This is an optimization exercise on Yosys and OpenROAD, whose aim is small area and a short achievable clock period, not a production implementation.
Where RTL was checked, it was by simulation tests only, not by an equivalence proof against the original.
Function not checked in run 3: the RTL went through the layout flow alone.
No activity file was given, so power comes from the tool's default toggle rates.

**flow/design.v**
```verilog
module pool2x2_stream #(
    parameter int DATA_W   = 16,
    parameter int MAX_COLS = 256,
    parameter int DIM_W    = 9
) (
    input  logic                     pclk,
    input  logic                     rst,
    input  logic [DIM_W-1:0]         cfg_cols,
    input  logic [DIM_W-1:0]         cfg_rows,
    input  logic                     cfg_avg,
    input  logic                     in_valid,
    input  logic                     in_sof,
    input  logic signed [DATA_W-1:0] in_data,
    output logic                     out_valid,
    output logic signed [DATA_W-1:0] out_data,
    output logic                     out_eol,
    output logic                     out_eof,
    output logic                     cfg_err
);
    localparam int DEPTH = 128;                   
    localparam logic [DIM_W:0] MAX_COLS_W = (DIM_W+1)'(MAX_COLS);
    logic                     ok_q, avg_q, err_q;
    logic [DIM_W-1:0]         cols_q, rows_q;
    logic [DIM_W-1:0]         crem_q, rrem_q;     
    logic                     c_odd_q, c_last_q, c_eol_q, c0_q, c1_q;
    logic                     r_odd_q, r_last_q, r_eof_q;
    logic [3:0]               dg0_q, dg1_q, dg2_q;  
    logic                     dg3_q;
    logic                     out_vld_q, out_eol_q, out_eof_q;
    logic signed [DATA_W-1:0] out_dat_q;
    logic signed [DATA_W+1:0] t_q;                
    logic signed [DATA_W:0]   b_q;                
    logic signed [DATA_W:0]   sr [DEPTH];
    logic signed [DATA_W:0]   so [5];             
    localparam logic [76:0] TAP = {7'd127, 7'd63, 7'd47, 7'd31, 7'd15, 7'd11, 7'd7,
                                   7'd3, 7'd2, 7'd1, 7'd0};
    logic [3:0]               sel1;
    logic [6:0]               sel2;
    logic [9:0]               sel3;
    logic [10:0]              sel4;
    logic                     sof, acc, cfg_legal, shift;
    logic [6:0]               len;
    logic signed [DATA_W+1:0] inx, r, t_new;
    logic signed [DATA_W-1:0] t16, b16;
    function automatic logic gt(input logic [DATA_W-1:0] a, input logic [DATA_W-1:0] b);
        logic [DATA_W-1:0] g, l;
        g = a & ~b;
        l = ~a & b;
        g[DATA_W-1] = ~a[DATA_W-1] & b[DATA_W-1];
        l[DATA_W-1] = a[DATA_W-1] & ~b[DATA_W-1];
        for (int w = 1; w < DATA_W; w = w * 2) begin
            for (int i = DATA_W - 1; i >= 0; i--) begin
                if (i % (2 * w) == 2 * w - 1) begin
                    g[i] = g[i] | (~l[i] & g[i-w]);
                    l[i] = l[i] | (~g[i] & l[i-w]);
                end
            end
        end
        gt = g[DATA_W-1];
    endfunction
    function automatic logic [DATA_W+1:0] add(input logic [DATA_W+1:0] a, input logic [DATA_W+1:0] b);
        logic [DATA_W+1:0] p, g, gg, pp;
        p  = a ^ b;
        g  = a & b;
        gg = g;
        pp = p;
        for (int w = 1; w < DATA_W + 2; w = w * 2) begin
            for (int i = DATA_W + 1; i >= w; i--) begin
                gg[i] = gg[i] | (pp[i] & gg[i-w]);
                pp[i] = pp[i] & pp[i-w];
            end
        end
        add = p ^ {gg[DATA_W:0], 1'b0};
    endfunction
    assign cfg_legal = (|cfg_cols[DIM_W-1:1]) && (|cfg_rows[DIM_W-1:1]) &&
                       ({1'b0, cfg_cols} <= MAX_COLS_W);
    always_comb begin
        sof   = in_valid && in_sof;
        len   = 7'((cfg_cols >> 1) - DIM_W'(1));
        acc   = in_valid && !in_sof;
        shift = acc && (r_odd_q ? (!c_odd_q && !c_last_q) : c_odd_q);
        inx   = (DATA_W+2)'(in_data);
        t16   = DATA_W'(t_q);
        b16   = DATA_W'(b_q);
        r     = avg_q ? add(t_q, inx) : (gt(t16, in_data) ? (DATA_W+2)'(t16) : inx);
        t_new = avg_q ? add((DATA_W+2)'(b_q), inx) : (gt(b16, in_data) ? (DATA_W+2)'(b16) : inx);
        sel1 = dg0_q;
        sel2 = {dg1_q[3:1], sel1 & {4{dg1_q[0]}}};
        sel3 = {dg2_q[3:1], sel2 & {7{dg2_q[0]}}};
        sel4 = {dg3_q, sel3 & {10{!dg3_q}}};
        so[0] = sr[0];
        so[1] = '0;
        so[2] = '0;
        so[3] = '0;
        so[4] = '0;
        for (int c = 0; c < 11; c++) begin
            if (c < 4)  so[1] = so[1] | (sr[TAP[7*c +: 7]] & {(DATA_W+1){sel1[c]}});
            if (c < 7)  so[2] = so[2] | (sr[TAP[7*c +: 7]] & {(DATA_W+1){sel2[c]}});
            if (c < 10) so[3] = so[3] | (sr[TAP[7*c +: 7]] & {(DATA_W+1){sel3[c]}});
            so[4] = so[4] | (sr[TAP[7*c +: 7]] & {(DATA_W+1){sel4[c]}});
        end
    end
    always_ff @(posedge pclk or posedge rst) begin
        if (rst) begin
            ok_q      <= 1'b0;
            err_q     <= 1'b0;
            out_vld_q <= 1'b0;
        end else begin
            out_vld_q <= acc && ok_q && c_odd_q && r_odd_q;
            if (sof) begin
                ok_q  <= cfg_legal;
                err_q <= !cfg_legal;
            end
        end
    end
    always_ff @(posedge pclk) begin
        if (sof) begin
            avg_q    <= cfg_avg;
            dg0_q    <= 4'b1 << len[1:0];
            dg1_q    <= 4'b1 << len[3:2];
            dg2_q    <= 4'b1 << len[5:4];
            dg3_q    <= len[6];
            cols_q   <= cfg_cols;
            rows_q   <= cfg_rows;
            crem_q   <= cfg_cols - DIM_W'(1);
            c_odd_q  <= 1'b1;
            c_last_q <= cfg_cols == DIM_W'(2);
            c_eol_q  <= cfg_cols[DIM_W-1:2] == '0;
            c0_q     <= 1'b0;
            c1_q     <= 1'b1;
            rrem_q   <= cfg_rows;
            r_odd_q  <= 1'b0;
            r_last_q <= 1'b0;
        end else if (acc) begin
            c1_q <= c0_q;
            if (c_last_q) begin
                crem_q   <= cols_q;
                c_odd_q  <= 1'b0;
                c_last_q <= 1'b0;
                c0_q     <= 1'b1;
                if (r_last_q) begin
                    rrem_q   <= rows_q;
                    r_odd_q  <= 1'b0;
                    r_last_q <= 1'b0;
                end else begin
                    rrem_q   <= rrem_q - DIM_W'(1);
                    r_odd_q  <= !r_odd_q;
                    r_last_q <= rrem_q == DIM_W'(2);
                    r_eof_q  <= rrem_q[DIM_W-1:2] == '0;
                end
            end else begin
                crem_q   <= crem_q - DIM_W'(1);
                c_odd_q  <= !c_odd_q;
                c_last_q <= crem_q == DIM_W'(2);
                c_eol_q  <= crem_q[DIM_W-1:2] == '0;
                c0_q     <= 1'b0;
            end
        end
    end
    always_ff @(posedge pclk) begin
        out_dat_q <= avg_q ? DATA_W'(r >>> 2) : DATA_W'(r);
        out_eol_q <= c_eol_q;
        out_eof_q <= c_eol_q && r_eof_q;
        if (sof || (in_valid && !c_odd_q)) begin
            t_q <= (sof || !r_odd_q) ? inx : t_new;
        end
        if (acc && c_odd_q) begin
            if (!r_odd_q && c1_q) begin
                b_q <= (DATA_W+1)'(r);
            end else if (r_odd_q) begin
                b_q <= so[4];
            end
        end
    end
    always_ff @(posedge pclk) begin
        if (shift) begin
            sr[0] <= (DATA_W+1)'(r);
            for (int k = 1; k < DEPTH; k++) begin
                sr[k] <= (k == 1 || k == 4 || k == 16 || k == 64) ? so[k == 1 ? 0 : k == 4 ? 1 : k == 16 ? 2 : 3]
                                                                  : sr[k-1];
            end
        end
    end
    assign out_valid = out_vld_q;
    assign out_data  = out_dat_q;
    assign out_eol   = out_eol_q;
    assign out_eof   = out_eof_q;
    assign cfg_err   = err_q;
endmodule
```
**flow/run.sh**
```bash
#!/bin/bash
# synth_recipe.tcl (not shown) runs the flow's synth.tcl, then flattens the netlist and writes it again
# the make line also repeats each setting of config.mk as NAME=value (left out here)
make -C /OpenROAD-flow-scripts/flow DESIGN_CONFIG=/design/flow/config.mk WORK_HOME=/design/flow/orfs CLKGATE_MAP_FILE= SYNTH_SCRIPT=/design/flow/synth_recipe.tcl finish
```
**flow/config.mk**
```make
export PLATFORM = sky130hd
export DESIGN_NAME = pool2x2_stream
export DESIGN_NICKNAME = pool2x2_stream
export VERILOG_FILES = /design/flow/design.v
export SDC_FILE = /design/flow/constraint.sdc
export NUM_CORES = 4
export LEC_CHECK = 0
export CAP_MARGIN = 20
export CORE_MARGIN = 2
export CORE_UTILIZATION = 55
export CTS_CLUSTER_DIAMETER = 100
export CTS_CLUSTER_SIZE = 30
export PLACE_DENSITY_LB_ADDON = 0.2
export SETUP_SLACK_MARGIN = 2.8
export SLEW_MARGIN = 20
```
**flow/constraint.sdc**
```tcl
create_clock -name core_clock -period 5.3 [get_ports {pclk}]
set_input_delay 1.0600 -clock core_clock [delete_from_list [all_inputs] [get_ports {pclk}]]
set_output_delay 1.0600 -clock core_clock [all_outputs]
set_load 0.01 [all_outputs]
```
==> results by group, run 1 <==
Place
  • I/O Buffers: 58
  • Cell Area, Placed: 78600 µm²
  • DP Wirelength: 64.4 mm
  • Routability cong.: 0.829
  • Setup WS pre-CTS: 0.695 ns
  • Placed Cells: 5138

Final layout
  • Design area: 82900 µm²
  • Commonest non-fill, non-tap cells in the layout: 2264 x edfxtp_1, 136 x nand2_1, 93 x nor2_1, 93 x clkbuf_16, 87 x buf_4
  • Utilization after layout: 0.612
  • Finished Layout Cells: 5333
  • Area Overhead vs Synth: 10.5%
  • Nets: 3673
  • Most common cell after layout, fill and taps aside: edfxtp_1
  • Share of layout cells above drive strength 1: 0.128

Routing
  • Wirelength per Cell: 21.2 µm
  • DRT Pass-1 Iters: 6
  • Vias per cell: 5.44
  • DRC violations left: 0
  • DR iter-0 viols: 2641
  • Routed Antenna Nets: 0
  • DR vias: 29000
  • Total wire length: 113 mm

Power and ir drop
  • LEAKAGE: 26.5 nW
  • Power Density: 388 nW/µm²
  • Tot Pwr: 32.2 mW
  • Peak supply drop: 0.251 mV

Synthesis
  • Cell Area, Synth: 75000 µm²
  • Post-synthesis mux area share: 0.00519
  • Async SR Flop Fraction: 0.00131
  • Post-synthesis sequential area ratio: 0.913
  • Cell count after synthesis: 3280
  • Primary FF master, synth: edfxtp_1
  • Compound-cell area share of the yosys netlist: 0.0281
  • Post-Synth XOR/XNOR Area: 0.00595
  • Share of Yosys cell area claimed by the top area cell type: 0.906
  • Register bit count reported by yosys: 2290
  • EDFF count, synth: 2264
  • Largest family of logic cells by synthesized area: compound AO/OA/AOI/OAI gates
  • Yosys top cell by area: edfxtp_1
  • Simple-Gate Fraction of Synth Area: 0.0217
  • Syn avg cell area: 22.9 µm²
  • Distinct cells, synth: 83
  • Synthesized-area fraction occupied by adder cells: 0.0180
  • Synth Warn #: 3
  • Syn Nets: 3426
  • Largest cells by area after synthesis: edfxtp_1 91%, ha_1 1.8%, nand2_1 0.71%

Worst setup path
  • CP Launch Type: primary input
  • CP max-delay cell: a221o_1
  • CP Cell Sequence: buf_4 -> ha_4 -> inv_2 -> fa_2 -> or2_1 -> a221o_1 -> o21ai_4 -> o31ai_4 -> a31oi_1 -> buf_4 -> buf_6 -> o21ai_4 -> a31oi_2 -> mux2_4
  • Arr. time, crit path: 3.58 ns
  • Critical Path RT: 5.92 ns
  • Largest fanout on the critical path: 3
  • Worst stage delay on the critical path: 0.37 ns
  • Setup CP Type: in2reg
  • Worst setup EP type: flip-flop

Floorplanning
  • Die Span X: 373 µm
  • Initial cell density of the core: 0.554
  • Die area: 139000 µm²
  • I/O Pins: 59
  • Row cnt: 135
  • Core Region: 135000 µm²
  • Die height: 373 µm

STA
  • Crit path time final: 2.96 ns
  • Hold slack: 0.383 ns
  • Clock skew: 0.0565 ns
  • Slew @ Worst Pin: 1.01 ns
  • Slew Limit Headroom: 0.329
  • Max Freq: 337 MHz
  • Final Max Slew Viols: 0
  • RSZ-0062 raised after global routing: true
  • Fin. Hold Viols: 0
  • Fin Setup TNS: 0 ns
  • Final period util: 0.559
  • Finish-stage setup viols: 0
  • Final setup margin: 2.34 ns

Clocking
  • Clock buffer depth: 3
  • Root Driver: clkbuf_16
  • Reg clk slew, reported paths: 0.11 ns
  • CTS H-Tree Depth: 3
  • Num CTS Buffers: 88
  • Clock latency (worst-skew pair): 0.74 ns
  • TritonCTS clock tree: done
  • Clk sinks: 2290

Hold path
  • Worst Hold Class: reg2reg

Global route
  • First-pass GRT wire length: 172 mm
  • Total Routing Usage GR: 0.160
  • Largest net degree at the start of global routing: 119
  • Initial antenna violation count: 3
  • Remaining global-route overflow: 0
  • Number of global-route vias before repair: 28600

Flow run
  • Max-cap violations: 0

Status
  • Status: no timing/DRC/antenna violations
## logic make-up (layout without fill, tap and decap cells)
logic type | after synthesis | in the layout
flops | 2290 | 2290
simple gates | 355 | 355
mux | 38 | 38
other cells | 0 | 1
fa+ha+maj | 107 | 107
compound gates | 290 | 290
buf+inv | 149 | 420
xor+xnor | 51 | 51
## worst max-delay path: cells and delay by family
| kind | cells | cell delay [ns] |
|---|---|---|
| AOI/OAI and AO/OA | 6 | 1.21 |
| adders and majority gates | 2 | 0.49 |
| muxes | 1 | 0.18 |
| buffers and inverters | 4 | 0.40 |
| and+or+nand+nor | 1 | 0.23 |
## synthesized netlist by cell type (all sizes together), types with 16 or more instances
cell type and instances:
a21oi 79, a222oi 33, a22oi 35, clkbuf 54
dfxtp 23, edfxtp 2264, ha 105, inv 91
mux2i 31, nand2 142, nand2b 20, nor2 101
nor2b 20, o21ai 30, o22ai 22, xnor2 35
xor2 16
## sequential cells by signal, indices dropped and copies added (netlist names), 4 cells and up
name and count:
crem_q 9, rows_q 9, out_dat_q 16, dg1_q 4, dg0_q 4, t_q 18, sr 2176, cols_q 9
dg2_q 4, rrem_q 9, b_q 17
## final cells by class
| class | count | area (µm²) |
|---|---|---|
| Inverter | 93 | 362 |
| Multi-Input combinational cell | 841 | 6880 |
| Antenna cell | 1 | 2.50 |
| Clock buffer | 102 | 2300 |
| Fill cell | 9243 | 52500 |
| Timing Repair Buffer | 213 | 2430 |
| Tap cell | 1781 | 2230 |
| Sequential cell | 2290 | 68500 |
| Clock inverter | 12 | 168 |
## per-layer routing
metal | vias up | routed length (µm) | part of all wire | track usage
li1 | 13300 | - | - | -
met4 | 0 | 2530 | 0.022 | 0.0440
met1 | 15100 | 55600 | 0.49 | 0.252
met2 | 493 | 50900 | 0.45 | 0.239
met3 | 136 | 4080 | 0.036 | 0.0205
met5 | - | 0 | 0 | 0
## where the power goes
part           total [mW]  switching, mW  internal (mW)
clock network        8.06           4.89           3.17
logic                2.27           1.44          0.828
registers            21.9          0.462           21.4
## what timing repair did
item / in CTS / in global routing
cloned: 2 / 3
hold buffers: 0 / 0
gates resized for setup: 266 / 112
pin swaps: 49 / 53
setup endpoints to repair: 2296 / 776
setup buffers: 53 / 22
## path summary, 6_finish.rpt
kind	slack, ns	end	cells past startpoint	from
worst max-delay path	2.34	b_q[14]	14	in_data[0]
worst min-delay path	0.38	out_eol_q	0	c_eol_q
worst max register to register	2.36	b_q[14]	13	t_q[0]
worst min register to register	0.38	out_eol_q	0	c_eol_q
max in group asynchronous	4.68	ok_q	2	rst
min in group asynchronous	0.49	err_q	2	rst
==> run 2, diff against run 1 <==
--- a/flow/config.mk
+++ b/flow/config.mk
@@ -8,8 +8,7 @@
 export CAP_MARGIN = 20
 export CORE_MARGIN = 2
 export CORE_UTILIZATION = 55
-export CTS_CLUSTER_DIAMETER = 100
-export CTS_CLUSTER_SIZE = 30
-export PLACE_DENSITY_LB_ADDON = 0.2
+export CTS_CLUSTER_DIAMETER = 150
+export CTS_CLUSTER_SIZE = 25
 export SETUP_SLACK_MARGIN = 2.8
 export SLEW_MARGIN = 20
==> run 2 against run 1 <==
Compared with the run above:
- still clean on timing, DRC and antenna
- synthesized area did not move
- register-to-register slack got worse by 0.03 ns
- non-clock buffer count fell by 20
- clock skew rose by 0.0092 ns
- via count rose by 1.2%
- final area rose by 0.13%
- critical path type unchanged
- largest cell class unchanged
==> results by group, run 2 <==
Routing
  • DRC violations left: 0
  • Wirelength per Cell: 22.5 µm
  • Total wire length: 120 mm
  • DR vias: 29400
  • Routed Antenna Nets: 0
  • Vias per cell: 5.51
  • DR iter-0 viols: 2873
  • DRT Pass-1 Iters: 6

STA
  • Clock skew: 0.0657 ns
  • Crit path time final: 3.01 ns
  • Final setup margin: 2.29 ns
  • Fin Setup TNS: 0 ns
  • Slew Limit Headroom: 0.302
  • Finish-stage setup viols: 0
  • Final Max Slew Viols: 0
  • Hold slack: 0.379 ns
  • Final period util: 0.567
  • Max Freq: 333 MHz
  • Fin. Hold Viols: 0
  • Slew @ Worst Pin: 1.05 ns
  • RSZ-0062 raised after global routing: true

Synthesis
  • Post-synthesis sequential area ratio: 0.913
  • Syn Nets: 3426
  • Post-synth top cells: 2264 x edfxtp_1, 142 x nand2_1, 105 x ha_1
  • Largest cells by area after synthesis: edfxtp_1 91%, ha_1 1.8%, nand2_1 0.71%
  • Yosys top cell by area: edfxtp_1
  • Primary FF master, synth: edfxtp_1
  • Syn avg cell area: 22.9 µm²
  • EDFF count, synth: 2264
  • Cell Area, Synth: 75000 µm²
  • Share of Yosys cell area claimed by the top area cell type: 0.906
  • Register bit count reported by yosys: 2290
  • Async SR Flop Fraction: 0.00131
  • Distinct cells, synth: 83
  • Cell count after synthesis: 3280
  • Synth Warn #: 3
  • Most numerous cell in the Yosys netlist: edfxtp_1

Final layout
  • Share of layout cells above drive strength 1: 0.122
  • Commonest non-fill, non-tap cells in the layout: 2264 x edfxtp_1, 139 x nand2_1, 110 x clkbuf_16, 91 x nor2_1, 89 x ha_1
  • Fillers: 9353
  • Top Registers: sr (2176), t_q (18), b_q (17)
  • Max reg flops: 2176
  • Reg with most FFs: sr
  • Design area: 83000 µm²
  • Finished Layout Cells: 5334
  • Nets: 3666
  • Area Overhead vs Synth: 10.7%
  • Most common cell after layout, fill and taps aside: edfxtp_1
  • Utilization after layout: 0.613

Worst setup path
  • CP Cell Sequence: buf_2 -> ha_4 -> inv_2 -> fa_2 -> o21ba_4 -> or3_4 -> a211o_4 -> o21ba_4 -> o211ai_1 -> a21oi_1 -> xor2_1 -> a21oi_1
  • Largest fanout on the critical path: 3
  • Setup CP Type: in2reg
  • CP Buf/Inv Count: 2
  • Worst setup EP type: flip-flop
  • CP Launch Type: primary input
  • Arr. time, crit path: 3.52 ns
  • Critical Path RT: 5.81 ns
  • CP max-delay cell: fa_2
  • Worst stage delay on the critical path: 0.36 ns
  • CP top delay family: compound AO/OA/AOI/OAI gates

Floorplanning
  • Core Region: 135000 µm²
  • Die area: 139000 µm²
  • Die height: 373 µm
  • Die Span X: 373 µm
  • Row cnt: 135
  • I/O Pins: 59
  • Initial cell density of the core: 0.554

Place
  • I/O Buffers: 58
  • Placed Cells: 5107
  • Setup WS pre-CTS: 0.466 ns
  • Cell Area, Placed: 78200 µm²
  • DP Wirelength: 66.7 mm
  • Routability cong.: 0.840

Global route
  • Largest net degree at the start of global routing: 122
  • Number of global-route vias before repair: 28500
  • Initial antenna violation count: 1
  • Remaining global-route overflow: 0
  • First-pass GRT wire length: 178 mm
  • Total Routing Usage GR: 0.169

Power and ir drop
  • Clock share of power: 0.262
  • Sequential Power Share: 0.669
  • Cell internal pwr: 25.8 mW
  • Tot Pwr: 32.7 mW
  • Sw Ratio: 0.212
  • Peak supply drop: 0.246 mV
  • Proportion of power drawn by combinational gates: 0.069
  • Power Density: 394 nW/µm²
  • LEAKAGE: 26.6 nW
  • P_sw: 6.92 mW

Clocking
  • Num CTS Buffers: 101
  • CTS H-Tree Depth: 3
  • Clock buffer depth: 3
  • TritonCTS clock tree: done
  • Clk sinks: 2290
  • Root Driver: clkbuf_16
  • Clock latency (worst-skew pair): 0.75 ns
  • Reg clk slew, reported paths: 0.11 ns

Hold path
  • Worst Hold Class: reg2reg

Flow run
  • Max-cap violations: 0

Status
  • Status: no timing/DRC/antenna violations
==> run 2: changes by cell type in the layout (fill, tap and decap cells not counted), moves of 7 or more <==
cell,previous run,this run
clkbuf_16,93,110
clkdlybuf4s15_1,10,2
a21oi_1,59,66
buf_4,87,70
buf_12,33,9
clkbuf_1,12,26
ha_1,82,89
buf_16,6,20
a21oi_2,20,13
==> run 2: layout make-up <==
cell class,count,area (µm²),share of cell area
clock inverters,5,97.6,0.00118
well taps,1781,2230,0.0268
inverters,93,349,0.00420
diodes,2,5.00,0.0000603
flip-flops and latches,2290,68600,0.826
clock buffers,129,2680,0.0322
multi-input cells,841,6750,0.0814
repair buffers,193,2360,0.0284
==> run 2: logic make-up after synthesis <==
group,Yosys count,share of synthesized area
compound gates,290,0.0281
xor+xnor,51,0.00595
fa+ha+maj,107,0.0180
buf+inv,149,0.00766
flops,2290,0.913
mux,38,0.00519
simple gates,355,0.0217
==> run 2: timing repair <==
action                                  in CTS  in global routing
gates resized for setup                    271                124
gates cloned                                10                  8
endpoints found under the setup margin    1995               1470
hold endpoints to repair                     0                  0
buffers inserted                            34                 39
pin swaps                                   43                 53
hold buffers                                 0                  0
==> run 2: path summary, 6_finish.rpt <==
path                            start         end  slack, ns  depth (start not counted)
max                        in_data[0]     t_q[16]       2.29                         12
min                        sr[14][13]  sr[15][13]       0.38                          0
max reg2reg                    b_q[0]     t_q[16]       2.33                         11
min reg2reg                sr[14][13]  sr[15][13]       0.38                          0
max in group asynchronous         rst        ok_q       4.68                          2
min in group asynchronous         rst   out_vld_q       0.47                          2
==> run 2: power by group through the flow <==
stage	sequential [mW]	combinational, mW	clock, mW
final	21.9	2.25	8.58
after global routing	22.0	2.45	9.53
after CTS	21.9	2.06	8.95
after detailed placement	22.3	1.83	0
after global placement	22.3	1.77	0
after floorplan	23.6	1.17	0
==> run 2: layer usage <==
layer / track usage / wire length (µm) / part of all wire / up-vias
li1: - / - / - / 13300
met1: 0.266 / 58400 / 0.49 / 15400
met2: 0.251 / 54400 / 0.45 / 536
met3: 0.0253 / 4650 / 0.039 / 161
met4: 0.0437 / 2570 / 0.021 / 0
met5: 0 / 0 / 0 / -
==> run 2: worst reg2reg max path: cells and delay by family (launching register included) <==
| family | cells | cell delay [ns] |
|---|---|---|
| flops | 1 | 0.43 |
| xor+xnor | 1 | 0.17 |
| buf+inv | 1 | 0.04 |
| fa+ha+maj | 2 | 0.53 |
| simple gates | 1 | 0.34 |
| compound gates | 6 | 1.22 |
==> run 3, diff against run 2 <==
--- a/flow/design.v
+++ b/flow/design.v
@@ -40,38 +40,21 @@
     logic [10:0]              sel4;
     logic                     sof, acc, cfg_legal, shift;
     logic [6:0]               len;
-    logic signed [DATA_W+1:0] inx, r, t_new;
+    logic signed [DATA_W+1:0] inx, t_new;
+    logic signed [DATA_W:0]   h, b_new;
+    logic signed [DATA_W-1:0] o;
     logic signed [DATA_W-1:0] t16, b16;
-    function automatic logic gt(input logic [DATA_W-1:0] a, input logic [DATA_W-1:0] b);
-        logic [DATA_W-1:0] g, l;
-        g = a & ~b;
-        l = ~a & b;
-        g[DATA_W-1] = ~a[DATA_W-1] & b[DATA_W-1];
-        l[DATA_W-1] = a[DATA_W-1] & ~b[DATA_W-1];
-        for (int w = 1; w < DATA_W; w = w * 2) begin
-            for (int i = DATA_W - 1; i >= 0; i--) begin
-                if (i % (2 * w) == 2 * w - 1) begin
-                    g[i] = g[i] | (~l[i] & g[i-w]);
-                    l[i] = l[i] | (~g[i] & l[i-w]);
-                end
-            end
-        end
-        gt = g[DATA_W-1];
-    endfunction
-    function automatic logic [DATA_W+1:0] add(input logic [DATA_W+1:0] a, input logic [DATA_W+1:0] b);
-        logic [DATA_W+1:0] p, g, gg, pp;
-        p  = a ^ b;
-        g  = a & b;
-        gg = g;
-        pp = p;
-        for (int w = 1; w < DATA_W + 2; w = w * 2) begin
-            for (int i = DATA_W + 1; i >= w; i--) begin
-                gg[i] = gg[i] | (pp[i] & gg[i-w]);
-                pp[i] = pp[i] & pp[i-w];
-            end
-        end
-        add = p ^ {gg[DATA_W:0], 1'b0};
-    endfunction
+    logic signed [DATA_W+1:0] r_sum, t_sum;
+    logic                     r_gt, t_gt;
+    pool2x2_stream_add #(.W(DATA_W+2)) add_r (.a(t_q), .b((DATA_W+2)'(in_data)), .s(r_sum));
+    pool2x2_stream_add #(.W(DATA_W+2)) add_t (.a((DATA_W+2)'(b_q)), .b((DATA_W+2)'(in_data)), .s(t_sum));
+    pool2x2_stream_gt  #(.W(DATA_W))   gt_r  (.a(DATA_W'(t_q)), .b(in_data), .gt(r_gt));
+    pool2x2_stream_gt  #(.W(DATA_W))   gt_t  (.a(DATA_W'(b_q)), .b(in_data), .gt(t_gt));
+    pool2x2_stream_selr #(.W(DATA_W))  sel_r (.avg(avg_q), .w0(!r_odd_q), .sum(r_sum), .gt(r_gt),
+                                              .a(DATA_W'(t_q)), .x(in_data), .so(so[4]), .h(h),
+                                              .o(o), .bn(b_new));
+    pool2x2_stream_selt #(.W(DATA_W))  sel_t (.avg(avg_q), .use_x(in_sof || !r_odd_q), .sum(t_sum),
+                                              .gt(t_gt), .a(DATA_W'(b_q)), .x(in_data), .y(t_new));
     assign cfg_legal = (|cfg_cols[DIM_W-1:1]) && (|cfg_rows[DIM_W-1:1]) &&
                        ({1'b0, cfg_cols} <= MAX_COLS_W);
     always_comb begin
@@ -82,8 +65,6 @@
         inx   = (DATA_W+2)'(in_data);
         t16   = DATA_W'(t_q);
         b16   = DATA_W'(b_q);
-        r     = avg_q ? add(t_q, inx) : (gt(t16, in_data) ? (DATA_W+2)'(t16) : inx);
-        t_new = avg_q ? add((DATA_W+2)'(b_q), inx) : (gt(b16, in_data) ? (DATA_W+2)'(b16) : inx);
         sel1 = dg0_q;
         sel2 = {dg1_q[3:1], sel1 & {4{dg1_q[0]}}};
         sel3 = {dg2_q[3:1], sel2 & {7{dg2_q[0]}}};
@@ -158,23 +139,19 @@
         end
     end
     always_ff @(posedge pclk) begin
-        out_dat_q <= avg_q ? DATA_W'(r >>> 2) : DATA_W'(r);
+        out_dat_q <= o;
         out_eol_q <= c_eol_q;
         out_eof_q <= c_eol_q && r_eof_q;
         if (sof || (in_valid && !c_odd_q)) begin
-            t_q <= (sof || !r_odd_q) ? inx : t_new;
-        end
-        if (acc && c_odd_q) begin
-            if (!r_odd_q && c1_q) begin
-                b_q <= (DATA_W+1)'(r);
-            end else if (r_odd_q) begin
-                b_q <= so[4];
-            end
+            t_q <= t_new;
+        end
+        if (acc && c_odd_q && (r_odd_q || c1_q)) begin
+            b_q <= b_new;
         end
     end
     always_ff @(posedge pclk) begin
         if (shift) begin
-            sr[0] <= (DATA_W+1)'(r);
+            sr[0] <= h;
             for (int k = 1; k < DEPTH; k++) begin
                 sr[k] <= (k == 1 || k == 4 || k == 16 || k == 64) ? so[k == 1 ? 0 : k == 4 ? 1 : k == 16 ? 2 : 3]
                                                                   : sr[k-1];
@@ -187,3 +164,54 @@
     assign out_eof   = out_eof_q;
     assign cfg_err   = err_q;
 endmodule
+module pool2x2_stream_add #(
+    parameter int W = 18
+) (
+    input  logic [W-1:0] a,
+    input  logic [W-1:0] b,
+    output logic [W-1:0] s
+);
+    assign s = a + b;
+endmodule
+module pool2x2_stream_gt #(
+    parameter int W = 16
+) (
+    input  logic signed [W-1:0] a,
+    input  logic signed [W-1:0] b,
+    output logic                gt
+);
+    assign gt = a > b;
+endmodule
+module pool2x2_stream_selt #(
+    parameter int W = 16
+) (
+    input  logic                avg,
+    input  logic                use_x,
+    input  logic signed [W+1:0] sum,
+    input  logic                gt,
+    input  logic signed [W-1:0] a,
+    input  logic signed [W-1:0] x,
+    output logic signed [W+1:0] y
+);
+    assign y = use_x ? (W+2)'(x) : (avg ? sum : (gt ? (W+2)'(a) : (W+2)'(x)));
+endmodule
+module pool2x2_stream_selr #(
+    parameter int W = 16
+) (
+    input  logic                avg,
+    input  logic                w0,
+    input  logic signed [W+1:0] sum,
+    input  logic                gt,
+    input  logic signed [W-1:0] a,
+    input  logic signed [W-1:0] x,
+    input  logic signed [W:0]   so,
+    output logic signed [W:0]   h,
+    output logic signed [W-1:0] o,
+    output logic signed [W:0]   bn
+);
+    logic signed [W-1:0] m;
+    assign m  = gt ? a : x;
+    assign h  = avg ? sum[W:0] : (W+1)'(m);
+    assign o  = avg ? sum[W+1:2] : m;
+    assign bn = w0 ? h : so;
+endmodule
--- a/flow/config.mk
+++ b/flow/config.mk
@@ -8,7 +8,10 @@
 export CAP_MARGIN = 20
 export CORE_MARGIN = 2
 export CORE_UTILIZATION = 55
-export CTS_CLUSTER_DIAMETER = 150
-export CTS_CLUSTER_SIZE = 25
+export CTS_CLUSTER_DIAMETER = 100
+export CTS_CLUSTER_SIZE = 30
+export PLACE_DENSITY_LB_ADDON = 0.2
 export SETUP_SLACK_MARGIN = 2.8
 export SLEW_MARGIN = 20
+export SYNTH_HIERARCHICAL = 1
+export SYNTH_MINIMUM_KEEP_SIZE = 0
==> run 3 against run 2 <==
Compared with the run above:
- register-to-register slack better by 0.23 ns
- wire length up 2.1%
- clock skew down 0.016 ns
- worst hold slack better by 0.016 ns
- global-route usage up 0.20 points
- non-clock buffer count up 21
- utilization up 0.26 points
- sequential cell count unchanged
- critical path depth down 2
- final area up 0.55%
- via count up 2.1%
==> results by group, run 3 <==
Status
  • Status: no timing/DRC/antenna violations

Place
  • I/O Buffers: 58
  • Setup WS pre-CTS: 0.745 ns
  • Placed Cells: 5094
  • Routability cong.: 0.914
  • DP Wirelength: 67.1 mm

Synthesis
  • Register bit count reported by yosys: 2290
  • Share of Yosys cell area claimed by the top area cell type: 0.903
  • Synth Warn #: 11
  • Cell Area, Synth: 75300 µm²
  • Distinct cells, synth: 78
  • Post-synthesis mux area share: 0.00372
  • Post-Synth XOR/XNOR Area: 0.00524
  • Compound-cell area share of the yosys netlist: 0.0377
  • Largest family of logic cells by synthesized area: compound AO/OA/AOI/OAI gates
  • Cell count after synthesis: 3278
  • Syn avg cell area: 23.0 µm²
  • Async SR Flop Fraction: 0.00131
  • Synthesized-area fraction occupied by adder cells: 0.0130
  • Most numerous cell in the Yosys netlist: edfxtp_1
  • EDFF count, synth: 2264
  • Primary FF master, synth: edfxtp_1
  • Post-synthesis sequential area ratio: 0.911
  • Yosys top cell by area: edfxtp_1
  • Post-synth top cells: 2264 x edfxtp_1, 99 x inv_1, 99 x nor2_1
  • Largest cells by area after synthesis: edfxtp_1 90%, ha_1 1.2%, dfxtp_1 0.61%
  • Syn Nets: 3394
  • Simple-Gate Fraction of Synth Area: 0.0204

Final layout
  • Commonest non-fill, non-tap cells in the layout: 2264 x edfxtp_1, 106 x clkbuf_16, 98 x nor2_1, 95 x inv_1, 82 x buf_4
  • Diode count: 0
  • Multi-input logic area: 6950 µm²
  • Top Registers: sr (2176), t_q (18), b_q (17)
  • Reg with most FFs: sr
  • Share of layout cells above drive strength 1: 0.131
  • Storage cell area: 68500 µm²
  • Max reg flops: 2176
  • Nets: 3631
  • Finished Layout Cells: 5326
  • Area Overhead vs Synth: 10.9%
  • Utilization after layout: 0.615
  • Most common cell after layout, fill and taps aside: edfxtp_1
  • Fillers: 9145

STA
  • Finish-stage setup viols: 0
  • Max Freq: 363 MHz
  • Fin. Hold Viols: 0
  • Slew @ Worst Pin: 1.13 ns
  • Final Max Slew Viols: 0
  • Final period util: 0.520
  • Crit path time final: 2.76 ns
  • Slew Limit Headroom: 0.245
  • Final setup margin: 2.54 ns
  • Clock skew: 0.0499 ns
  • RSZ-0062 raised after global routing: true
  • Fin Setup TNS: 0 ns

Floorplanning
  • I/O Pins: 59
  • Initial cell density of the core: 0.555
  • Die Span X: 374 µm
  • Core Region: 136000 µm²
  • Die area: 140000 µm²
  • Die height: 374 µm
  • Row cnt: 135

Clocking
  • Clk sinks: 2290
  • CTS H-Tree Depth: 3
  • Clock latency (worst-skew pair): 0.75 ns
  • Clock buffer depth: 3
  • Reg clk slew, reported paths: 0.12 ns
  • Root Driver: clkbuf_16
  • Num CTS Buffers: 89
  • Cts hold-fix bufs: 0
  • TritonCTS clock tree: done

Worst setup path
  • Reg2Reg Setup Slack: 2.56 ns
  • Worst setup EP type: flip-flop
  • R2R Path Start: t_q[1]
  • Largest fanout on the critical path: 8
  • Setup CP Type: in2reg
  • Worst Reg-to-Reg Cells: 8
  • Critical Path RT: 5.76 ns
  • CP Launch Type: primary input
  • Arr. time, crit path: 3.22 ns
  • Reg2reg end: b_q[15]

Power and ir drop
  • Peak supply drop: 0.268 mV
  • P_sw: 7.03 mW
  • Clock share of power: 0.253
  • Sw Ratio: 0.216
  • Power Density: 390 nW/µm²
  • Sequential Power Share: 0.672
  • Cell internal pwr: 25.6 mW
  • Proportion of power drawn by combinational gates: 0.075
  • LEAKAGE: 26.7 nW

Hold path
  • Worst Hold Path EP: out_eol_q
  • Worst Hold Class: reg2reg
  • Hold Crit Depth: 0
  • Hold wc startpoint: c_eol_q

Routing
  • DRC violations left: 0
  • DR iter-0 viols: 2689
  • DRT Pass-1 Iters: 7
  • Vias per cell: 5.63
  • DR vias: 30000
  • Wirelength per Cell: 23.0 µm
  • Total wire length: 123 mm
  • Routed Antenna Nets: 0

Global route
  • Remaining global-route overflow: 0
  • Largest net degree at the start of global routing: 148
  • Number of global-route vias before repair: 29600
  • Total Routing Usage GR: 0.171
  • Initial antenna violation count: 0
  • First-pass GRT wire length: 182 mm

Flow run
  • Max-cap violations: 0
run 3: cell type report:
class / instances / share of cell area
Tap cell: 1781 / 0.0267
Inverter: 100 / 0.00450
Timing Repair Buffer: 214 / 0.0336
Clock buffer: 109 / 0.0280
Sequential cell: 2290 / 0.821
Multi-Input combinational cell: 820 / 0.0833
Clock inverter: 12 / 0.00292
run 3: power by group through the flow:
stage / Sequential (mW) / Clock [mW] / Combinational, mW
2_1_floorplan: 23.7 / 0 / 1.28
3_3_place_gp: 22.3 / 0 / 1.87
5_1_grt: 22.0 / 9.17 / 2.66
4_1_cts: 21.9 / 8.62 / 2.30
6_report: 21.9 / 8.25 / 2.44
3_5_place_dp: 22.3 / 0 / 1.95
run 3: metrics by stage:
step           total power [mW]  cell area, µm²  hold slack [ns]
2_1_floorplan              25.0           75300            0.340
3_3_place_gp               24.2           78400            0.364
3_5_place_dp               24.2           78400            0.367
4_1_cts                    32.8           82600            0.396
5_1_grt                    33.8           83500            0.411
6_report                   32.6           83500            0.394
run 3: worst max-delay path by stage:
stage,from,end,slack (ns),depth (start not counted)
3_3_place_gp,in_data[1],t_q[0],0.79,10
3_5_place_dp,in_data[1],t_q[2],0.74,10
2_1_floorplan,in_sof,sr[0][0],-28.44,2
5_1_grt,t_q[1],b_q[15],2.46,8
6_report,in_data[1],b_q[15],2.54,10
4_1_cts,b_q[0],t_q[12],2.54,10
run 3: kinds of logic (layout without fill, tap and decap cells):
group | count (synthesis) | in the layout
flops | 2290 | 2290
buf+inv | 168 | 435
compound gates | 373 | 373
simple gates | 297 | 297
xor+xnor | 45 | 45
fa+ha+maj | 77 | 77
mux | 28 | 28
run 3: metal layers:
metal  vias to the layer above  share of wire  track usage
met5                         -              0            0
met4                         0          0.018       0.0445
met3                       141          0.040       0.0233
met2                       594           0.48        0.270
met1                     15800           0.46        0.255
li1                      13500              -            -
run 3: worst max-delay path: stages:
cell and delay (ns):
buf_8 0.14, inv_1 0.06, ha_1 0.29, nor2b_1 0.13, o211ai_1 0.12, a2111o_1 0.42
a31oi_4 0.25, clkbuf_16 0.26, mux2i_4 0.34, a211oi_2 0.12
run 3: repair_timing:
item                                    4_1_cts  5_1_grt
gates resized for setup                     329       70
endpoints found under the setup margin     2228     1302
pin swaps                                    70       33
cloned                                       15       15
endpoints found under the hold margin         0        0
buffers inserted                             54       27
==> run 4, diff against run 3 <==
--- a/flow/design.v
+++ b/flow/design.v
@@ -46,10 +46,10 @@
     logic signed [DATA_W-1:0] t16, b16;
     logic signed [DATA_W+1:0] r_sum, t_sum;
     logic                     r_gt, t_gt;
-    pool2x2_stream_add #(.W(DATA_W+2)) add_r (.a(t_q), .b((DATA_W+2)'(in_data)), .s(r_sum));
-    pool2x2_stream_add #(.W(DATA_W+2)) add_t (.a((DATA_W+2)'(b_q)), .b((DATA_W+2)'(in_data)), .s(t_sum));
-    pool2x2_stream_gt  #(.W(DATA_W))   gt_r  (.a(DATA_W'(t_q)), .b(in_data), .gt(r_gt));
-    pool2x2_stream_gt  #(.W(DATA_W))   gt_t  (.a(DATA_W'(b_q)), .b(in_data), .gt(t_gt));
+    pool2x2_stream_addr #(.W(DATA_W+2)) add_r (.a(t_q), .b(inx), .s(r_sum));
+    pool2x2_stream_addr #(.W(DATA_W+2)) add_t (.a((DATA_W+2)'(b_q)), .b(inx), .s(t_sum));
+    pool2x2_stream_gtr  #(.W(DATA_W))   gt_r  (.a(DATA_W'(t_q)), .b(in_data), .gt(r_gt));
+    pool2x2_stream_gtr  #(.W(DATA_W))   gt_t  (.a(DATA_W'(b_q)), .b(in_data), .gt(t_gt));
     pool2x2_stream_selr #(.W(DATA_W))  sel_r (.avg(avg_q), .w0(!r_odd_q), .sum(r_sum), .gt(r_gt),
                                               .a(DATA_W'(t_q)), .x(in_data), .so(so[4]), .h(h),
                                               .o(o), .bn(b_new));
@@ -164,24 +164,6 @@
     assign out_eof   = out_eof_q;
     assign cfg_err   = err_q;
 endmodule
-module pool2x2_stream_add #(
-    parameter int W = 18
-) (
-    input  logic [W-1:0] a,
-    input  logic [W-1:0] b,
-    output logic [W-1:0] s
-);
-    assign s = a + b;
-endmodule
-module pool2x2_stream_gt #(
-    parameter int W = 16
-) (
-    input  logic signed [W-1:0] a,
-    input  logic signed [W-1:0] b,
-    output logic                gt
-);
-    assign gt = a > b;
-endmodule
 module pool2x2_stream_selt #(
     parameter int W = 16
 ) (
@@ -215,3 +197,83 @@
     assign o  = avg ? sum[W+1:2] : m;
     assign bn = w0 ? h : so;
 endmodule
+module pool2x2_stream_and #(
+    parameter int W = 18
+) (
+    input  logic [W-1:0] a,
+    input  logic [W-1:0] b,
+    output logic [W-1:0] y
+);
+    assign y = a & b;
+endmodule
+module pool2x2_stream_xor #(
+    parameter int W = 18
+) (
+    input  logic [W-1:0] a,
+    input  logic [W-1:0] b,
+    output logic [W-1:0] y
+);
+    assign y = a ^ b;
+endmodule
+module pool2x2_stream_pfx1 #(
+    parameter int W = 16
+) (
+    input  logic [W-1:0] p,
+    input  logic [W-1:0] g,
+    output logic         c
+);
+    logic [W-1:0] cc;
+    pool2x2_stream_pfx #(.W(W)) pfx (.p(p), .g(g), .c(cc));
+    assign c = cc[W-1];
+endmodule
+module pool2x2_stream_addr #(
+    parameter int W = 18
+) (
+    input  logic [W-1:0] a,
+    input  logic [W-1:0] b,
+    output logic [W-1:0] s
+);
+    logic [W-1:0] p, g, c;
+    pool2x2_stream_xor #(.W(W)) px (.a(a), .b(b), .y(p));
+    pool2x2_stream_and #(.W(W)) gx (.a(a), .b(b), .y(g));
+    pool2x2_stream_pfx #(.W(W)) cx (.p(p), .g(g), .c(c));
+    assign s = p ^ {c[W-2:0], 1'b0};
+endmodule
+module pool2x2_stream_gtr #(
+    parameter int W = 16
+) (
+    input  logic [W-1:0] a,
+    input  logic [W-1:0] b,
+    output logic         gt
+);
+    logic [W-1:0] ua, nb, p, g;
+    assign ua = {~a[W-1], a[W-2:0]};
+    assign nb = {b[W-1], ~b[W-2:0]};
+    pool2x2_stream_xor  #(.W(W)) px (.a(ua), .b(nb), .y(p));
+    pool2x2_stream_and  #(.W(W)) gx (.a(ua), .b(nb), .y(g));
+    pool2x2_stream_pfx1 #(.W(W)) cx (.p(p), .g(g), .c(gt));
+endmodule
+module pool2x2_stream_pfx #(
+    parameter int W = 18
+) (
+    input  logic [W-1:0] p,
+    input  logic [W-1:0] g,
+    output logic [W-1:0] c
+);
+    always_comb begin
+        logic [W-1:0] gg, pp, gn, pn;
+        gg = g;
+        pp = p;
+        for (int w = 1; w < W; w = w * 2) begin
+            gn = gg;
+            pn = pp;
+            for (int i = w; i < W; i++) begin
+                gn[i] = gg[i] | (pp[i] & gg[i-w]);
+                pn[i] = pp[i] & pp[i-w];
+            end
+            gg = gn;
+            pp = pn;
+        end
+        c = gg;
+    end
+endmodule
==> run 4 against run 3 <==
Compared with the run above:
- still clean on timing, DRC and antenna
- sequential cell count unchanged
- final area is 1.0% lower
- setup slack improved by 0.073 ns
- die area fell by 0.11%
- critical path depth rose by 1
- count of clock-buffer cells in the layout shrank 16
- synthesized cell count decreased by 0.15%
- critical endpoint is now t_q[4]
==> results by group, run 4 <==
Global route
  • Number of global-route vias before repair: 28700
  • Total Routing Usage GR: 0.163
  • First-pass GRT wire length: 174 mm
  • Initial antenna violation count: 2
  • Largest net degree at the start of global routing: 187
  • Remaining global-route overflow: 0

Synthesis
  • Synth Warn #: 13
  • Cell Area, Synth: 75200 µm²
  • Syn Nets: 3321
  • Cell count after synthesis: 3273
  • Syn avg cell area: 23.0 µm²

Final layout
  • Multi-input logic area: 6560 µm²
  • Commonest non-fill, non-tap cells in the layout: 2264 x edfxtp_1, 96 x clkbuf_16, 96 x buf_4, 95 x xor2_1, 82 x nor2_1
  • Finished Layout Cells: 5312
  • Nets: 3564
  • Storage cell area: 68500 µm²
  • Top Registers: sr (2176), t_q (18), b_q (17)
  • Share of layout cells above drive strength 1: 0.130
  • Fillers: 9195
  • Max reg flops: 2176
  • Design area: 82600 µm²
  • Diode count: 0
  • Reg with most FFs: sr
  • Most common cell after layout, fill and taps aside: edfxtp_1
  • Area Overhead vs Synth: 9.90%

Floorplanning
  • Die height: 374 µm
  • Row cnt: 135
  • Core Region: 136000 µm²
  • Die area: 140000 µm²
  • Die Span X: 374 µm
  • Initial cell density of the core: 0.554
  • I/O Pins: 59

Power and ir drop
  • Sw Ratio: 0.214
  • LEAKAGE: 26.5 nW
  • Power Density: 390 nW/µm²
  • Clock share of power: 0.254
  • Cell internal pwr: 25.4 mW
  • Tot Pwr: 32.2 mW
  • Peak supply drop: 0.270 mV
  • P_sw: 6.89 mW
  • Sequential Power Share: 0.679
  • Proportion of power drawn by combinational gates: 0.068

STA
  • Finish-stage setup viols: 0
  • RSZ-0062 raised after global routing: true
  • Max Freq: 372 MHz
  • Fin. Hold Viols: 0
  • Slew Limit Headroom: 0.284
  • Crit path time final: 2.68 ns
  • Slew @ Worst Pin: 1.07 ns
  • Clock skew: 0.0499 ns
  • Final period util: 0.507
  • Final Max Slew Viols: 0
  • Fin Setup TNS: 0 ns

Worst setup path
  • R2R Path Start: b_q[3]
  • Setup CP Type: in2reg
  • Worst setup EP type: flip-flop
  • Reg2Reg Setup Slack: 2.66 ns
  • Worst setup path startpoint: in_data[2]
  • Critical Path RT: 5.84 ns
  • Arr. time, crit path: 3.23 ns
  • Largest fanout on the critical path: 8
  • Worst Reg-to-Reg Cells: 9
  • Worst Setup EP: t_q[4]
  • Reg2reg end: t_q[4]
  • CP Launch Type: primary input

Routing
  • DR vias: 29300
  • DRT Pass-1 Iters: 8
  • Wirelength per Cell: 21.9 µm
  • DR iter-0 viols: 3060
  • DRC violations left: 0
  • Vias per cell: 5.52
  • Total wire length: 117 mm
  • Routed Antenna Nets: 0

Hold path
  • Worst Hold Class: reg2reg

Clocking
  • TritonCTS clock tree: done
  • Root Driver: clkbuf_16
  • Clk sinks: 2290
  • Clock latency (worst-skew pair): 0.75 ns
  • Num CTS Buffers: 89
  • Reg clk slew, reported paths: 0.11 ns
  • Cts hold-fix bufs: 0
  • CTS H-Tree Depth: 3
  • Clock buffer depth: 3

Status
  • Status: no timing/DRC/antenna violations

Place
  • I/O Buffers: 58
  • Placed Cells: 5122
  • Cell Area, Placed: 78500 µm²
  • DP Wirelength: 65.9 mm
  • Routability cong.: 0.824

Flow run
  • Max-cap violations: 0
-- run 4: cell type report --
cell class,instances,area share
inverter,85,0.00391
timing repair buffer,217,0.0297
clock buffer,93,0.0274
sequential,2290,0.830
multi-input combinational,833,0.0794
clock inverter,13,0.00303
tap,1781,0.0270
-- run 4: timing repair --
item,CTS,global route
gates resized for setup,208,105
setup endpoints to repair,2331,601
endpoints found under the hold margin,0,0
buffers inserted,57,20
pin swaps,48,43
gates cloned,1,6
-- run 4: power groups by stage --
stage          logic [mW]  registers [mW]  clock network, mW
2_1_floorplan        1.23            23.7                  0
3_3_place_gp         1.82            22.3                  0
3_5_place_dp         1.88            22.3                  0
4_1_cts              2.04            21.9               8.52
5_1_grt              2.39            22.0               9.08
6_report             2.18            21.9               8.18
-- run 4: how the worst min path moves through the flow --
stage,from,end,slack [ns],depth (start not counted)
3_5_place_dp,c_eol_q,out_eol_q,0.36,0
3_3_place_gp,c_eol_q,out_eol_q,0.36,0
5_1_grt,sr[110][9],sr[111][9],0.40,0
6_report,sr[24][8],sr[25][8],0.39,0
2_1_floorplan,c_eol_q,out_eol_q,0.34,0
4_1_cts,sr[110][9],sr[111][9],0.38,0
-- run 4: metrics by stage --
step                      hold WS (ns)   util  worst slack (ns)
after floorplan                  0.340      -            -28.44
after CTS                        0.385  0.603              2.64
after global routing             0.400  0.609              2.55
after detailed placement         0.365  0.579             0.841
final                            0.388  0.609              2.62
after global placement           0.361  0.579             0.923
-- run 4: critical path, cell delays in order --
cell      delay [ns]
buf_2           0.24
inv_1           0.10
and2_1          0.16
a21o_1          0.19
a21oi_2         0.19
o21ai_4         0.12
a21o_1          0.25
a31o_4          0.28
nor2b_4         0.14
buf_8           0.17
a222oi_1        0.32
-- run 4: routing by layer --
metal | global-route usage | share of wire
met4 | 0.0431 | 0.023
met3 | 0.0242 | 0.043
met2 | 0.249 | 0.46
met1 | 0.249 | 0.47
met5 | 0 | 0
==> run 5, diff against run 4 <==
--- a/flow/design.v
+++ b/flow/design.v
@@ -45,11 +45,11 @@
     logic signed [DATA_W-1:0] o;
     logic signed [DATA_W-1:0] t16, b16;
     logic signed [DATA_W+1:0] r_sum, t_sum;
-    logic                     r_gt, t_gt;
+    logic [1:0]               r_gt, t_gt;            
     pool2x2_stream_addr #(.W(DATA_W+2)) add_r (.a(t_q), .b(inx), .s(r_sum));
     pool2x2_stream_addr #(.W(DATA_W+2)) add_t (.a((DATA_W+2)'(b_q)), .b(inx), .s(t_sum));
-    pool2x2_stream_gtr  #(.W(DATA_W))   gt_r  (.a(DATA_W'(t_q)), .b(in_data), .gt(r_gt));
-    pool2x2_stream_gtr  #(.W(DATA_W))   gt_t  (.a(DATA_W'(b_q)), .b(in_data), .gt(t_gt));
+    pool2x2_stream_gtr  #(.W(DATA_W), .N(2)) gt_r (.a(DATA_W'(t_q)), .b(in_data), .gt(r_gt));
+    pool2x2_stream_gtr  #(.W(DATA_W), .N(2)) gt_t (.a(DATA_W'(b_q)), .b(in_data), .gt(t_gt));
     pool2x2_stream_selr #(.W(DATA_W))  sel_r (.avg(avg_q), .w0(!r_odd_q), .sum(r_sum), .gt(r_gt),
                                               .a(DATA_W'(t_q)), .x(in_data), .so(so[4]), .h(h),
                                               .o(o), .bn(b_new));
@@ -170,12 +170,18 @@
     input  logic                avg,
     input  logic                use_x,
     input  logic signed [W+1:0] sum,
-    input  logic                gt,
+    input  logic [1:0]          gt,
     input  logic signed [W-1:0] a,
     input  logic signed [W-1:0] x,
     output logic signed [W+1:0] y
 );
-    assign y = use_x ? (W+2)'(x) : (avg ? sum : (gt ? (W+2)'(a) : (W+2)'(x)));
+    logic [W+1:0] ge;
+    assign ge = {{(W+2-9){gt[1]}}, {9{gt[0]}}};
+    for (genvar i = 0; i < W + 2; i++) begin : bit_
+        assign y[i] = use_x ? ((i < W) ? x[i < W ? i : W-1] : x[W-1])
+                            : (avg ? sum[i] : (ge[i] ? ((i < W) ? a[i < W ? i : W-1] : a[W-1])
+                                                     : ((i < W) ? x[i < W ? i : W-1] : x[W-1])));
+    end
 endmodule
 module pool2x2_stream_selr #(
     parameter int W = 16
@@ -183,7 +189,7 @@
     input  logic                avg,
     input  logic                w0,
     input  logic signed [W+1:0] sum,
-    input  logic                gt,
+    input  logic [1:0]          gt,
     input  logic signed [W-1:0] a,
     input  logic signed [W-1:0] x,
     input  logic signed [W:0]   so,
@@ -192,7 +198,9 @@
     output logic signed [W:0]   bn
 );
     logic signed [W-1:0] m;
-    assign m  = gt ? a : x;
+    logic        [W-1:0] ge;
+    assign ge = {{(W-8){gt[1]}}, {8{gt[0]}}};
+    assign m  = (ge & a) | (~ge & x);
     assign h  = avg ? sum[W:0] : (W+1)'(m);
     assign o  = avg ? sum[W+1:2] : m;
     assign bn = w0 ? h : so;
@@ -240,18 +248,21 @@
     assign s = p ^ {c[W-2:0], 1'b0};
 endmodule
 module pool2x2_stream_gtr #(
-    parameter int W = 16
-) (
-    input  logic [W-1:0] a,
-    input  logic [W-1:0] b,
-    output logic         gt
+    parameter int W = 16,
+    parameter int N = 1
+) (
+    input  logic [W-1:0] a,
+    input  logic [W-1:0] b,
+    output logic [N-1:0] gt
 );
     logic [W-1:0] ua, nb, p, g;
     assign ua = {~a[W-1], a[W-2:0]};
     assign nb = {b[W-1], ~b[W-2:0]};
     pool2x2_stream_xor  #(.W(W)) px (.a(ua), .b(nb), .y(p));
     pool2x2_stream_and  #(.W(W)) gx (.a(ua), .b(nb), .y(g));
-    pool2x2_stream_pfx1 #(.W(W)) cx (.p(p), .g(g), .c(gt));
+    for (genvar i = 0; i < N; i++) begin : cx
+        pool2x2_stream_pfx1 #(.W(W)) t (.p(p), .g(g), .c(gt[i]));
+    end
 endmodule
 module pool2x2_stream_pfx #(
     parameter int W = 18
--- a/flow/config.mk
+++ b/flow/config.mk
@@ -8,8 +8,8 @@
 export CAP_MARGIN = 20
 export CORE_MARGIN = 2
 export CORE_UTILIZATION = 55
-export CTS_CLUSTER_DIAMETER = 100
-export CTS_CLUSTER_SIZE = 30
+export CTS_CLUSTER_DIAMETER = 150
+export CTS_CLUSTER_SIZE = 25
 export PLACE_DENSITY_LB_ADDON = 0.2
 export SETUP_SLACK_MARGIN = 2.8
 export SLEW_MARGIN = 20
==> run 5 against run 4 <==
Compared with the run above:
- still clean
- sequential share of layout area fell by 0.72 points
- maximum frequency fell by 0.87%
- wire length fell by 0.33%
- synthesized area rose by 0.35%
- first-iteration DRC count fell by 3.2%
- utilization rose by 0.44 points
- clock power rose by 5.1%
- final cell count rose by 1.3%
- final area rose by 0.85%
- largest power group unchanged
- highest routed layer unchanged
==> results by group, run 5 <==
Global route
  • Global route hottest layer: met2
  • Met3 GRT Util: 0.0238
  • GR met1 Demand/Resource: 0.246
  • Routing usage on met2: 0.256
  • First-pass GRT wire length: 176 mm
  • Largest net degree at the start of global routing: 90
  • Total Routing Usage GR: 0.163
  • Initial antenna violation count: 0
  • Number of global-route vias before repair: 29300
  • Remaining global-route overflow: 0

Final layout
  • Commonest non-fill, non-tap cells in the layout: 2264 x edfxtp_1, 112 x buf_4, 103 x clkbuf_16, 79 x xor2_1, 74 x nor2_1
  • Max reg flops: 2176
  • Reg with most FFs: sr
  • Area Overhead vs Synth: 10.4%
  • Utilization after layout: 0.613
  • Most common cell after layout, fill and taps aside: edfxtp_1
  • Fillers: 9224
  • Nets: 3615
  • Top Registers: sr (2176), t_q (18), b_q (17)
  • Share of layout cells above drive strength 1: 0.137
  • Diode count: 0

Power and ir drop
  • Tot Pwr: 32.7 mW
  • Power Density: 393 nW/µm²
  • LEAKAGE: 26.7 nW
  • Peak supply drop: 0.258 mV

Worst setup path
  • Setup CP Type: in2reg
  • Critical Path RT: 5.76 ns
  • CP Launch Type: primary input
  • CP max-delay cell: a31oi_4
  • Worst setup EP type: flip-flop
  • CP top delay family: compound AO/OA/AOI/OAI gates
  • CP Cell Sequence: clkdlybuf4s15_2 -> and2_1 -> a21o_1 -> a31oi_4 -> a211oi_4 -> or2_4 -> a311o_1 -> xor2_1 -> and3b_1 -> a211oi_2
  • Worst stage delay on the critical path: 0.29 ns
  • Arr. time, crit path: 3.17 ns
  • CP Buf/Inv Count: 1
  • Largest fanout on the critical path: 8

Clocking
  • Clock latency (worst-skew pair): 0.75 ns
  • Root Driver: clkbuf_16
  • Num CTS Buffers: 101
  • Clk sinks: 2290
  • Reg clk slew, reported paths: 0.10 ns
  • Clock buffer depth: 3
  • CTS H-Tree Depth: 3
  • TritonCTS clock tree: done

Floorplanning
  • Core Region: 136000 µm²
  • Die height: 374 µm
  • Initial cell density of the core: 0.555
  • Die Span X: 374 µm
  • Row cnt: 135
  • I/O Pins: 59
  • Die area: 140000 µm²

Hold path
  • Worst Hold Class: reg2reg

Synthesis
  • Cell count after synthesis: 3307
  • Cell Area, Synth: 75400 µm²
  • Syn Nets: 3355
  • Syn avg cell area: 22.8 µm²
  • Synth Warn #: 13

Routing
  • DRC violations left: 0
  • Vias per cell: 5.57
  • DR vias: 30000
  • Total wire length: 116 mm
  • DR iter-0 viols: 2962
  • DRT Pass-1 Iters: 5
  • Wirelength per Cell: 21.6 µm
  • Routed Antenna Nets: 0

STA
  • Hold slack: 0.392 ns
  • Fin Setup TNS: 0 ns
  • Clock skew: 0.0558 ns
  • Crit path time final: 2.71 ns
  • Final period util: 0.511
  • Slew Limit Headroom: 0.216
  • Finish-stage setup viols: 0
  • Final Max Slew Viols: 0
  • Slew @ Worst Pin: 1.17 ns
  • RSZ-0062 raised after global routing: true
  • Max Freq: 369 MHz
  • Fin. Hold Viols: 0

Place
  • Routability cong.: 0.806
  • DP Wirelength: 65.7 mm
  • I/O Buffers: 58

Status
  • Status: no timing/DRC/antenna violations

Flow run
  • Max-cap violations: 0
-- run 5: metrics by stage --
stage | cell area, µm² | worst slack (ns) | std cells
5_1_grt | 83300 | 2.59 | 5382
6_report | 83300 | 2.59 | 5382
4_1_cts | 82700 | 2.66 | 5350
2_1_floorplan | 75400 | -28.44 | 3307
3_3_place_gp | 78900 | 1.07 | 5157
3_5_place_dp | 78900 | 0.978 | 5157
-- run 5: per-layer routing --
metal  share of wire  up-vias
met5               0        -
met4           0.020        0
met3           0.040      172
met2            0.47      598
met1            0.47    15800
li1                -    13500
-- run 5: power by group --
group	switching [mW]	internal (mW)	total, mW
Sequential	0.453	21.4	21.9
Combinational	1.45	0.770	2.22
Clock	5.03	3.57	8.60
Total	6.94	25.8	32.7
-- run 5: cell type report --
| cell class | count | area [µm²] | area share |
|---|---|---|---|
| inverters | 73 | 283 | 0.00339 |
| well taps | 1781 | 2230 | 0.0267 |
| repair buffers | 223 | 2360 | 0.0284 |
| clock buffers | 130 | 2660 | 0.0319 |
| multi-input cells | 878 | 7110 | 0.0854 |
| flip-flops and latches | 2290 | 68500 | 0.822 |
| clock inverters | 7 | 146 | 0.00176 |
-- run 5: timing repair --
item / in CTS / in global routing
hold buffers: 0 / 0
pin swaps: 43 / 51
buffers inserted: 54 / 31
resized for setup: 227 / 82
setup endpoints to repair: 2336 / 269
gates cloned: 2 / 1
-- run 5: final timing paths --
check | cells past startpoint | to | slack, ns | start
max reg2reg | 9 | b_q[11] | 2.63 | t_q[1]
max in group asynchronous | 2 | ok_q | 4.68 | rst
min in group asynchronous | 2 | err_q | 0.49 | rst
min reg2reg | 0 | sr[108][0] | 0.39 | sr[107][0]
max | 10 | b_q[11] | 2.59 | in_data[0]
min | 0 | sr[108][0] | 0.39 | sr[107][0]
-- run 5: worst register-to-register path: stages, from the launching register on --
cell	delay, ns
edfxtp_1	0.52
xor2_2	0.23
a21o_1	0.23
a31oi_4	0.29
a211oi_4	0.12
or2_4	0.25
a311o_1	0.28
xor2_1	0.18
and3b_1	0.26
a211oi_2	0.04
==> run 6, diff against run 5 <==
--- a/flow/config.mk
+++ b/flow/config.mk
@@ -8,10 +8,11 @@
 export CAP_MARGIN = 20
 export CORE_MARGIN = 2
 export CORE_UTILIZATION = 55
-export CTS_CLUSTER_DIAMETER = 150
-export CTS_CLUSTER_SIZE = 25
+export CTS_CLUSTER_DIAMETER = 100
+export CTS_CLUSTER_SIZE = 28
 export PLACE_DENSITY_LB_ADDON = 0.2
-export SETUP_SLACK_MARGIN = 2.8
+export SETUP_SLACK_MARGIN = 2.9
 export SLEW_MARGIN = 20
 export SYNTH_HIERARCHICAL = 1
 export SYNTH_MINIMUM_KEEP_SIZE = 0
+export TNS_END_PERCENT = 5
==> run 6 against run 5 <==
Compared with the run above:
- still clean on timing, DRC and antenna
- via count fell by 0.70%
- maximum frequency rose by 1.8%
- clock skew fell by 0.029 ns
- first-iteration DRC count rose by 3.8%
- count of clock-buffer cells in the layout fell by 13
- sequential share of layout area rose by 0.56 points
- sequential power barely moved
- final area fell by 0.68%
- setup slack improved by 0.047 ns
- largest cell class unchanged
- largest power group unchanged
- highest routed layer unchanged
==> results by group, run 6 <==
Status
  • Status: no timing/DRC/antenna violations

STA
  • Fin. Hold Viols: 0
  • Max Freq: 376 MHz
  • Hold slack: 0.409 ns
  • Crit path time final: 2.66 ns
  • Finish-stage setup viols: 0
  • Fin Setup TNS: 0 ns
  • Slew Limit Headroom: 0.197
  • Clock skew: 0.0270 ns
  • Final period util: 0.502
  • RSZ-0062 raised after global routing: true
  • Slew @ Worst Pin: 1.20 ns
  • Final Max Slew Viols: 0

Final layout
  • Top Registers: sr (2176), t_q (18), b_q (17)
  • Nets: 3581
  • Fillers: 9266
  • Design area: 82800 µm²
  • Commonest non-fill, non-tap cells in the layout: 2264 x edfxtp_1, 99 x buf_4, 95 x clkbuf_16, 84 x xor2_1, 75 x nor2_1
  • Most common cell after layout, fill and taps aside: edfxtp_1
  • Max reg flops: 2176
  • Diode count: 0
  • Area Overhead vs Synth: 9.70%
  • Multi-input logic area: 7010 µm²
  • Storage cell area: 68500 µm²
  • Reg with most FFs: sr
  • Share of layout cells above drive strength 1: 0.124

Global route
  • Largest net degree at the start of global routing: 90
  • Remaining global-route overflow: 0
  • First-pass GRT wire length: 176 mm
  • Total Routing Usage GR: 0.163
  • Initial antenna violation count: 0
  • Number of global-route vias before repair: 29200

Synthesis
  • Cell Area, Synth: 75400 µm²
  • Cell count after synthesis: 3307
  • Synth Warn #: 13
  • Syn Nets: 3355
  • Syn avg cell area: 22.8 µm²

Clocking
  • Num CTS Buffers: 93
  • CTS H-Tree Depth: 3
  • Reg clk slew, reported paths: 0.11 ns
  • Root Driver: clkbuf_16
  • Clk sinks: 2290
  • Clock buffer depth: 3
  • Clock latency (worst-skew pair): 0.73 ns
  • TritonCTS clock tree: done

Power and ir drop
  • P_sw: 6.87 mW
  • Clock share of power: 0.257
  • Sw Ratio: 0.213
  • Cell internal pwr: 25.5 mW
  • Proportion of power drawn by combinational gates: 0.066
  • LEAKAGE: 26.5 nW
  • Peak supply drop: 0.325 mV
  • Power Density: 391 nW/µm²
  • Sequential Power Share: 0.676

Routing
  • DRT Pass-1 Iters: 7
  • DR vias: 29800
  • Total wire length: 116 mm
  • DR iter-0 viols: 3074
  • Routed Antenna Nets: 0
  • Wirelength per Cell: 21.7 µm
  • DRC violations left: 0
  • Vias per cell: 5.57

Place
  • Routability cong.: 0.806
  • Cell Area, Placed: 78900 µm²
  • I/O Buffers: 58
  • DP Wirelength: 65.7 mm

Worst setup path
  • CP Launch Type: primary input
  • Worst setup EP type: flip-flop
  • Setup CP Type: in2reg
  • Critical Path RT: 5.77 ns
  • Largest fanout on the critical path: 8
  • Arr. time, crit path: 3.13 ns

Floorplanning
  • I/O Pins: 59
  • Die height: 374 µm
  • Die Span X: 374 µm
  • Die area: 140000 µm²
  • Core Region: 136000 µm²
  • Row cnt: 135
  • Initial cell density of the core: 0.555

Flow run
  • Max-cap violations: 0

Hold path
  • Worst Hold Class: reg2reg
## run 6: what timing repair did
| action | CTS | global route |
|---|---|---|
| pin swaps | 35 | 39 |
| gates resized for setup | 193 | 59 |
| hold buffers | 0 | 0 |
| setup buffers | 53 | 8 |
| cloned | 0 | 1 |
| setup endpoints to repair | 2346 | 676 |
| endpoints found under the hold margin | 0 | 0 |
## run 6: final cells by class
type,count,share of cell area
Clock buffer,117,0.0295
Clock inverter,12,0.00222
Inverter,73,0.00339
Multi-Input combinational cell,876,0.0847
Sequential cell,2290,0.828
Tap cell,1781,0.0269
Timing Repair Buffer,199,0.0253
## run 6: critical path, cell delays in order
cell and delay, ns:
clkdlybuf4s15_2 0.25, and2_4 0.18, a21o_4 0.23, a31oi_4 0.25
a211oi_4 0.12, or2_4 0.25, a311o_1 0.29, xor2_1 0.18
and3b_1 0.26, a211oi_2 0.04
## run 6: final timing paths
check | start | to | slack (ns) | cells past startpoint
setup / recovery | in_data[0] | b_q[11] | 2.64 | 10
hold / removal | c_eol_q | out_eol_q | 0.41 | 0
setup reg to reg | t_q[4] | b_q[11] | 2.66 | 9
hold reg to reg | c_eol_q | out_eol_q | 0.41 | 0
max in group asynchronous | rst | ok_q | 4.66 | 2
min in group asynchronous | rst | err_q | 0.51 | 2
## run 6: per-layer routing
| metal | global-route usage | vias up | share of wire |
|---|---|---|---|
| li1 | - | 13400 | - |
| met1 | 0.245 | 15700 | 0.47 |
| met2 | 0.256 | 571 | 0.47 |
| met3 | 0.0247 | 145 | 0.039 |
| met4 | 0.0374 | 0 | 0.019 |
| met5 | 0 | - | 0 |
## run 6: power groups by stage
| stage | Clock (mW) | Combinational, mW | Sequential [mW] |
|---|---|---|---|
| 6_report | 8.32 | 2.15 | 21.9 |
| 5_1_grt | 9.24 | 2.34 | 22.0 |
| 2_1_floorplan | 0 | 1.27 | 23.7 |
| 3_3_place_gp | 0 | 1.88 | 22.3 |
| 3_5_place_dp | 0 | 1.96 | 22.3 |
| 4_1_cts | 8.69 | 2.10 | 21.9 |
## run 6: stage by stage
step	setup WS (ns)	instances	power (mW)	util
after global routing	2.58	5348	33.6	0.609
after detailed placement	0.978	5157	24.2	0.581
final	2.64	5348	32.3	0.609
after global placement	1.07	5157	24.2	0.581
after floorplan	-28.44	3307	25.0	-
after CTS	2.72	5339	32.7	0.607

[static timing again, ports no longer ideal]
In the flow no input, the clock included, has a driving cell. The finished layouts below were timed again as built, in two steps. Step 1 (the two cells are an assumption about what drives the block):
set clk [get_ports {pclk}]
set_driving_cell -lib_cell sky130_fd_sc_hd__clkbuf_16 $clk
set_driving_cell -lib_cell sky130_fd_sc_hd__buf_2 [delete_from_list [all_inputs] $clk]
Step 2 moves the port delays by t, midway between the first and last clock arrival at a register: inputs arrive t later, outputs are due t later. That takes back most of the time a late clock gives input paths. Three values: ideal ports, drivers, drivers and shift; two values: the first two.
run	t, ns	slack for setup (ns)	worst hold slack (ns)	worst setup path after step 2	worst register clock-pin slew, ns
run 1	0.789	2.337 / 2.276 / 1.486	0.383 / 0.383 / 0.383	input to register	0.12 / 0.12
run 2	0.795	2.294 / 2.257 / 1.462	0.379 / 0.379 / 0.379	input to register	0.11 / 0.11
run 3	0.799	2.542 / 2.557 / 1.767	0.394 / 0.394 / 0.394	input to register	0.12 / 0.12
run 4	0.802	2.615 / 2.647 / 1.845	0.388 / 0.388 / 0.388	input to register	0.11 / 0.11
run 5	0.795	2.592 / 2.629 / 1.844	0.392 / 0.392 / 0.392	input to register	0.12 / 0.12
run 6	0.799	2.639 / 2.657 / 1.889	0.409 / 0.409 / 0.409	input to register	0.11 / 0.11
After both steps every run listed still meets setup and hold. For run 1, which loses most, drivers alone change the setup slack by -0.061 ns; drivers and shift together by -0.851 ns.
